This is an optimization exercise on Yosys and OpenROAD, whose aim is small area, a short achievable clock period and few clock cycles per item, not a production implementation.
The RTL was checked by simulation tests, not by an equivalence proof against the original design.
Power figures rest on the tool's default switching activity, not on a simulated workload.

===== flow/design.v =====
package wis_pkg;
	localparam int ENTRIES   = 64;
	localparam int FRAC_BITS = 16;
	localparam int IN_W    = FRAC_BITS + 1;
	localparam int BOUND_W = FRAC_BITS + 4;
	localparam int ADDR_W  = $clog2(ENTRIES);
	localparam int CNT_W   = $clog2(ENTRIES + 1);
	localparam int IDX_W   = 6;
	localparam int ST_W    = 2;
	localparam logic [ST_W-1:0] ST_ADDED = 2'd0;
	localparam logic [ST_W-1:0] ST_FULL  = 2'd1;
	localparam logic [ST_W-1:0] ST_HIT   = 2'd2;
	localparam logic [ST_W-1:0] ST_MISS  = 2'd3;
	localparam logic MODE_ADD  = 1'b0;
	localparam logic MODE_DRAW = 1'b1;
endpackage
module wis_ram #(
	parameter int WIDTH = 8,
	parameter int DEPTH = 16
) (
	input  logic                     clk,
	input  logic                     we,
	input  logic [$clog2(DEPTH)-1:0] waddr,
	input  logic [WIDTH-1:0]         wdata,
	input  logic                     re,
	input  logic [$clog2(DEPTH)-1:0] raddr,
	output logic [WIDTH-1:0]         rdata
);
	logic [WIDTH-1:0] mem [DEPTH];
	always_ff @(posedge clk) begin
		if (we) begin
			mem[waddr] <= wdata;
		end
		if (re) begin
			rdata <= mem[raddr];
		end
	end
endmodule
import wis_pkg::*;
module weighted_index_sampler_top
(
	input  logic               clk,
	input  logic               arst_n,
	input  logic               start,
	output logic               busy,
	input  logic               mode,
	input  logic [IN_W-1:0]    weight,
	input  logic [IN_W-1:0]    random_value,
	output logic               done,
	output logic [ST_W-1:0]    status,
	output logic [IDX_W-1:0]   entry_index
);
	typedef enum logic {IDLE, SCAN} state_t;
	function automatic logic [IDX_W-1:0] to_index(input logic [ADDR_W-1:0] a);
		logic [ADDR_W+IDX_W-1:0] w;
		w = {{IDX_W{1'b0}}, a};
		to_index = w[IDX_W-1:0];
	endfunction
	function automatic logic [BOUND_W-1:0] sat_add(input logic [BOUND_W-1:0] b,
			input logic [IN_W-1:0] w);
		logic [BOUND_W:0] s;
		s = {1'b0, b} + {{(BOUND_W + 1 - IN_W){1'b0}}, w};
		sat_add = s[BOUND_W] ? {BOUND_W{1'b1}} : s[BOUND_W-1:0];
	endfunction
	state_t              state_q;
	logic [CNT_W-1:0]    count_q;       
	logic [BOUND_W-1:0]  last_q;        
	logic [CNT_W-1:0]    rd_cnt_q;      
	logic [IN_W-1:0]     rv_q;
	logic [BOUND_W-1:0]  prev_q;        
	logic                v_s1;          
	logic [ADDR_W-1:0]   idx_s1;        
	logic                done_q;
	logic [ST_W-1:0]     status_q;
	logic [IDX_W-1:0]    index_q;
	logic                take;
	logic                full;
	logic                ram_we;
	logic                ram_re;
	logic [BOUND_W-1:0]  new_bound;
	logic [BOUND_W-1:0]  rd_data;
	logic [BOUND_W-1:0]  rv_ext;
	logic                hit;
	logic                last_rd;
	assign take      = start && (state_q == IDLE);
	assign full      = (count_q == CNT_W'(ENTRIES));
	assign new_bound = sat_add(last_q, weight);
	assign ram_we    = take && (mode == MODE_ADD) && !full;
	assign ram_re    = (state_q == SCAN) && (rd_cnt_q < count_q);
	assign rv_ext    = {{(BOUND_W - IN_W){1'b0}}, rv_q};
	assign hit       = (prev_q < rv_ext) && (rv_ext < rd_data);
	assign last_rd   = ({1'b0, idx_s1} + CNT_W'(1)) == count_q;
	wis_ram #(
		.WIDTH(BOUND_W),
		.DEPTH(ENTRIES)
	) u_bounds (
		.clk  (clk),
		.we   (ram_we),
		.waddr(count_q[ADDR_W-1:0]),
		.wdata(new_bound),
		.re   (ram_re),
		.raddr(rd_cnt_q[ADDR_W-1:0]),
		.rdata(rd_data)
	);
	always_ff @(posedge clk or negedge arst_n) begin
		if (!arst_n) begin
			state_q  <= IDLE;
			count_q  <= '0;
			last_q   <= '0;
			rd_cnt_q <= '0;
			v_s1     <= 1'b0;
			done_q   <= 1'b0;
		end else begin
			case (state_q)
				IDLE: begin
					v_s1   <= 1'b0;
					done_q <= take && ((mode == MODE_ADD) || (count_q == '0));
					if (take) begin
						if (mode == MODE_ADD) begin
							if (full) begin
								status_q <= ST_FULL;
								index_q  <= '0;
							end else begin
								status_q <= ST_ADDED;
								index_q  <= to_index(count_q[ADDR_W-1:0]);
								count_q  <= count_q + CNT_W'(1);
								last_q   <= new_bound;
							end
						end else if (count_q == '0) begin
							status_q <= ST_MISS;
							index_q  <= '0;
						end else begin
							state_q  <= SCAN;
							rv_q     <= random_value;
							prev_q   <= '0;
							rd_cnt_q <= '0;
						end
					end
				end
				SCAN: begin
					v_s1   <= ram_re;
					done_q <= v_s1 && (hit || last_rd);
					if (ram_re) begin
						idx_s1   <= rd_cnt_q[ADDR_W-1:0];
						rd_cnt_q <= rd_cnt_q + CNT_W'(1);
					end
					if (v_s1) begin
						prev_q <= rd_data;
						if (hit) begin
							status_q <= ST_HIT;
							index_q  <= to_index(idx_s1);
							state_q  <= IDLE;
						end else if (last_rd) begin
							status_q <= ST_MISS;
							index_q  <= '0;
							state_q  <= IDLE;
						end
					end
				end
				default: begin
					state_q <= IDLE;
					done_q  <= 1'b0;
				end
			endcase
		end
	end
	assign busy        = (state_q != IDLE);
	assign done        = done_q;
	assign status      = status_q;
	assign entry_index = index_q;
endmodule

===== flow/constraint.sdc =====
create_clock -name core_clock -period 5.0 [get_ports {clk}]
set_input_delay 1.0000 -clock core_clock [delete_from_list [all_inputs] [get_ports {clk}]]
set_output_delay 1.0000 -clock core_clock [all_outputs]
set_load 0.01 [all_outputs]

===== flow/config.mk =====
export PLATFORM = sky130hd
export DESIGN_NAME = weighted_index_sampler_top
export DESIGN_NICKNAME = weighted_index_sampler_top
export VERILOG_FILES = /design/flow/design.v
export SDC_FILE = /design/flow/constraint.sdc
export NUM_CORES = 4
export LEC_CHECK = 0
export CAP_MARGIN = 20
export CORE_MARGIN = 2
export CORE_UTILIZATION = 40
export SLEW_MARGIN = 20

===== flow/run.sh =====
#!/bin/bash
# synth_recipe.tcl (not shown) runs the flow's synth.tcl, then flattens the netlist and writes it again
# the make line also repeats each setting of config.mk as NAME=value (left out here)
make -C /OpenROAD-flow-scripts/flow DESIGN_CONFIG=/design/flow/config.mk WORK_HOME=/design/flow/orfs CLKGATE_MAP_FILE= SYNTH_SCRIPT=/design/flow/synth_recipe.tcl finish

==> results.env <==
OUTCOME='no timing/DRC/antenna violations'
HPWL_MM=76.3
NUM-NETS-FINAL=2945
NUMBER_OF_GLOBAL_ROUTE_VIAS_BEFORE_REPAIR=28000
SYNTHESIS.INSTANCES=2652
LEADING_CELL_TYPES_IN_THE_LAYOUT_FILL_AND_TAPS_EXCLUDED='1351 x edfxtp_1, 357 x mux4_2, 143 x clkbuf_16'
FINISH.UTILIZATION_PCT=46.1
YS_ASYNC_SR_FRACTION_PCT=2.67
MAX_CAP_VIOL_COUNT=0
MAXIMUM_RESISTIVE_DROP_ON_VDD_uV=780
CRITICAL_PATH_REQUIRED_NS=5.47
NUMBER_OF_ROUTED_NETS_WITH_ANTENNA_VIOLATIONS=0
CLOCK_TREE.ROOT_CELL='clkbuf_16'
EDFF_COUNT_SYNTH=1351
GRT_PASS1_WL_MM=198
ROUTED-VIA-COUNT=27700
H-TREE-DEPTH=4
FINALMAXSLEWVIOLATIONS=0
SYNTH.YOSYS.SEQ_AREA_SHARE_PCT=75.2
LAYOUT_MIN_CYCLE_TIME_NS=3.85
WL_PER_CELL_UM=28.9
TRITONCTS='built'
CTS.PATH.MAX_BUFFERS=3
DRT_PASS1_ITERATIONS=8
COUNT_OF_BUFFERS_INSERTED_AT_THE_TOP_LEVEL_PORTS=47
EFFECTIVE_UTILIZATION_AT_FLOORPLAN_PCT=40.2
INITIALDRTVIOLATIONCOUNT=3165
YOSYSUNIQUECELLTYPES=61
CTS_RESIZED=0
WORST-PATH-BUF-INV=4
FINAL-SETUP-VIOL-COUNT=0
SYNTH_FF_TYPE='edfxtp_1'
HP-CLASS='input pin to asynchronous set/reset pin'
DESIGN.CORE.AREA_MM2=0.137
FINAL_COMMON_CELL='edfxtp_1'
WORST_SKEW_PAIR_LATENCY_NS=0.76
NUM_IO_PINS=48
YOSYSWARNINGS=2
AREAGROWTHSYNTHTOFINISH_PCT=14.6
WORSTPATHMAXFANOUT=64
ROUTE.FINAL.WIRE_LENGTH_MM=137
GRT_SETUP_UNREPAIRED='no'
WORST_PATH_DOMINANT_CELL_FAMILY='buffers and inverters'
WORSTPATHCELLLIST='clkdlybuf4s50_1 -> ha_1 -> inv_1 -> fa_1 -> nand2b_1 -> a21oi_1 -> nor3_1 -> nor4_1 -> nor2_2 -> buf_12 -> nand2_2 -> buf_4'
SLEW_HEADROOM_PCT=32.8
MAX_STAGE_DELAY_CELL_WORST_PATH='nor4_1'
WORSTSETUPSTARTPOINTTYPE='input pin'
GRT_USE_TOTAL_PCT=19.6
FLOORPLAN.DIE.WIDTH_UM=375
CELLPOWERDENSITY_mW_PER_MM2=644
POST_SYNTH.CELL_AREA_AVG_UM2=20.8
POST_CTS.REPAIR.SETUP_BUFFERS=0
FILLER_CELL_COUNT=11200
YS_FF_LATCH=1388
SETUP.WORST_PATH.END_CLASS='register'
QUANTITY_OF_HOLD_FIXING_BUFFERS_ADDED_AFTER_CTS=0
DIE_AREA_MM2=0.141
REG2REG_DEPTH=7
TIGHTESTPINTRANSITION_NS=1.00
ROUTE.DETAILED.VIAS_PER_INST=5.82
MIN_PERIOD_OVER_PERIOD_PCT=77.0
DRC=0
FIN_SKEW_NS=0.0245
CLOCK.FMAX_MHz=260
ANTENNA_FOUND_INITIAL=5
SYN-CELL-AREA_MM2=0.0551
FIN_TNS_SETUP_NS=0
CTS.REPORTEDPATHS.CLKPINSLEW_NS=0.06
CLOCK_SINK_COUNT=1388
WORSTPATHARRIVAL_NS=4.32
DIE_HEIGHT_UM=375
GRT_OVERFLOW=0
CRITICAL_PATH.MAX_STAGE_DELAY_NS=0.51
CRITICAL_PATH_CLASS='input pin to register'
GRT_START_MAX_NET_PINS=73
CRITICAL_PATH_CELL_COUNT=12
POST_ROUTE_CELLS_DRIVE_ABOVE_1_SHARE_PCT=26.5
FINAL-HOLD-VIOLATION-COUNT=0
SYNTH_NETS=2750
NUMCTSBUFFERS=141
PLACE_CONGESTION=0.822
LEAKAGEPOWER_uW=0.0201
ROWS=136
per-layer routing:
metal  up-vias  wire length [um]  global-route usage, %
met5         -                 0                      0
met4         0              3970                   6.50
met3       227             10400                   3.65
met2      1131             65400                   31.3
met1     14900             57300                   27.2
li1      11400                 -                      -
area by class of cell:
class	instances	area [um^2]	share of cell area (%)
antenna	1	2.50	0.00396
clock buffer	177	3740	5.91
clock inverter	74	618	0.978
inverter	45	169	0.267
multi-input combinational	1085	13100	20.7
sequential	1388	41500	65.7
tap	1794	2240	3.55
timing repair buffer	186	1820	2.88
power breakdown:
group          leakage, uW  total (uW)  switching, uW  internal, uW
Sequential          0.0127       17600            589         17000
Clock              0.00212        9960           4330          5630
Combinational      0.00536       13200           8370          4780
worst paths after layout:
path,start,endpoint,slack [ns]
setup / recovery,weight[0],u_bounds.mem[34][15],1.15
hold / removal,arst_n,last_q[11],0.23
setup reg to reg,rd_cnt_q[0],u_bounds.rdata[7],1.19
hold reg to reg,last_q[0],last_q[0],0.52
max in group asynchronous,arst_n,rd_cnt_q[1],4.04
min in group core_clock,last_q[0],last_q[0],0.52
cell families after synthesis:
kind of cell             synth area share [%]
flip-flops                               75.2
adder cells (fa/ha/maj)                  1.37
buffers and inverters                    1.46
AND/OR/NAND/NOR                          2.93
AO/OA/AOI/OAI                            2.97
multiplexers                             15.6
XOR/XNOR                                0.429
metrics by stage:
step	instances	total power, uW	hold slack (ns)	instance area, um^2	setup slack [ns]
6_report	4750	40700	0.234	63200	1.15
5_1_grt	4749	42500	0.246	63200	0.972
4_1_cts	4749	41100	0.213	63200	1.14
3_5_place_dp	4498	31200	0.508	58800	0.413
3_3_place_gp	4498	30600	0.496	58800	0.515
2_1_floorplan	2652	26000	0.445	55100	0.242
Yosys cell counts (3+ instances only):
| library cell | instances | share of area [%] |
|---|---|---|
| buf_4 | 11 | 0.15 |
| buf_2 | 48 | 0.44 |
| o211ai_1 | 4 | 0.054 |
| edfxtp_1 | 1351 | 74 |
| buf_1 | 5 | 0.034 |
| nor2_1 | 111 | 0.76 |
| o21a_1 | 5 | 0.068 |
| a211oi_1 | 46 | 0.63 |
| xnor2_1 | 19 | 0.30 |
| and2_1 | 26 | 0.29 |
| inv_1 | 43 | 0.29 |
| o21ai_0 | 15 | 0.14 |
| dfrtp_1 | 37 | 1.7 |
| mux4_1 | 3 | 0.14 |
| or4_1 | 4 | 0.054 |
| nor3_1 | 13 | 0.12 |
| clkbuf_1 | 67 | 0.46 |
| nor2b_1 | 46 | 0.52 |
| mux2i_1 | 47 | 0.85 |
| a32o_1 | 6 | 0.11 |
| a22oi_1 | 36 | 0.49 |
| or3_1 | 5 | 0.057 |
| nor4_1 | 3 | 0.034 |
| ha_1 | 59 | 1.3 |
| nand3_1 | 27 | 0.25 |
| a211o_1 | 4 | 0.064 |
| mux4_2 | 357 | 15 |
| nand2_1 | 80 | 0.54 |
| a21oi_1 | 82 | 0.74 |
| a31oi_1 | 16 | 0.18 |
| o21ai_1 | 8 | 0.073 |
| nand2b_1 | 10 | 0.11 |
| a22o_1 | 3 | 0.048 |
| a21o_1 | 9 | 0.12 |
| xor2_1 | 8 | 0.13 |
| nand4_1 | 6 | 0.068 |
sequential cells by signal, summed over array words and instances, names as in the netlist, 7 cells and up:
name            flops
prev_q             20
u_bounds.mem     1280
u_bounds.rdata     20
rd_cnt_q            7
rv_q               17
last_q             20
count_q             7
Testbench counts, summed over its fixed seeds: cycles 150,879, items 6,545.

re-timing with driven ports:
Ports are ideal in the flow. The routed layout listed here was re-timed in OpenROAD. Step 1: set_driving_cell puts a clkbuf_16 on clk and a buf_2 on each other input, an assumption about the parent block. Step 2 also shifts input and output timing later by t, the mid clock arrival at the registers, as if the neighbouring blocks saw the same clock. Slacks: ideal ports / drivers / drivers and shift; pairs: ideal ports / drivers.
shift t [ns]: 0.837
slack for setup (ns): 1.152 / 1.193 / 0.368
worst setup path at the end: input to register
After both steps this run still meets setup and hold. For this run, drivers alone change the setup slack by +0.041 ns; drivers and shift together by -0.784 ns.
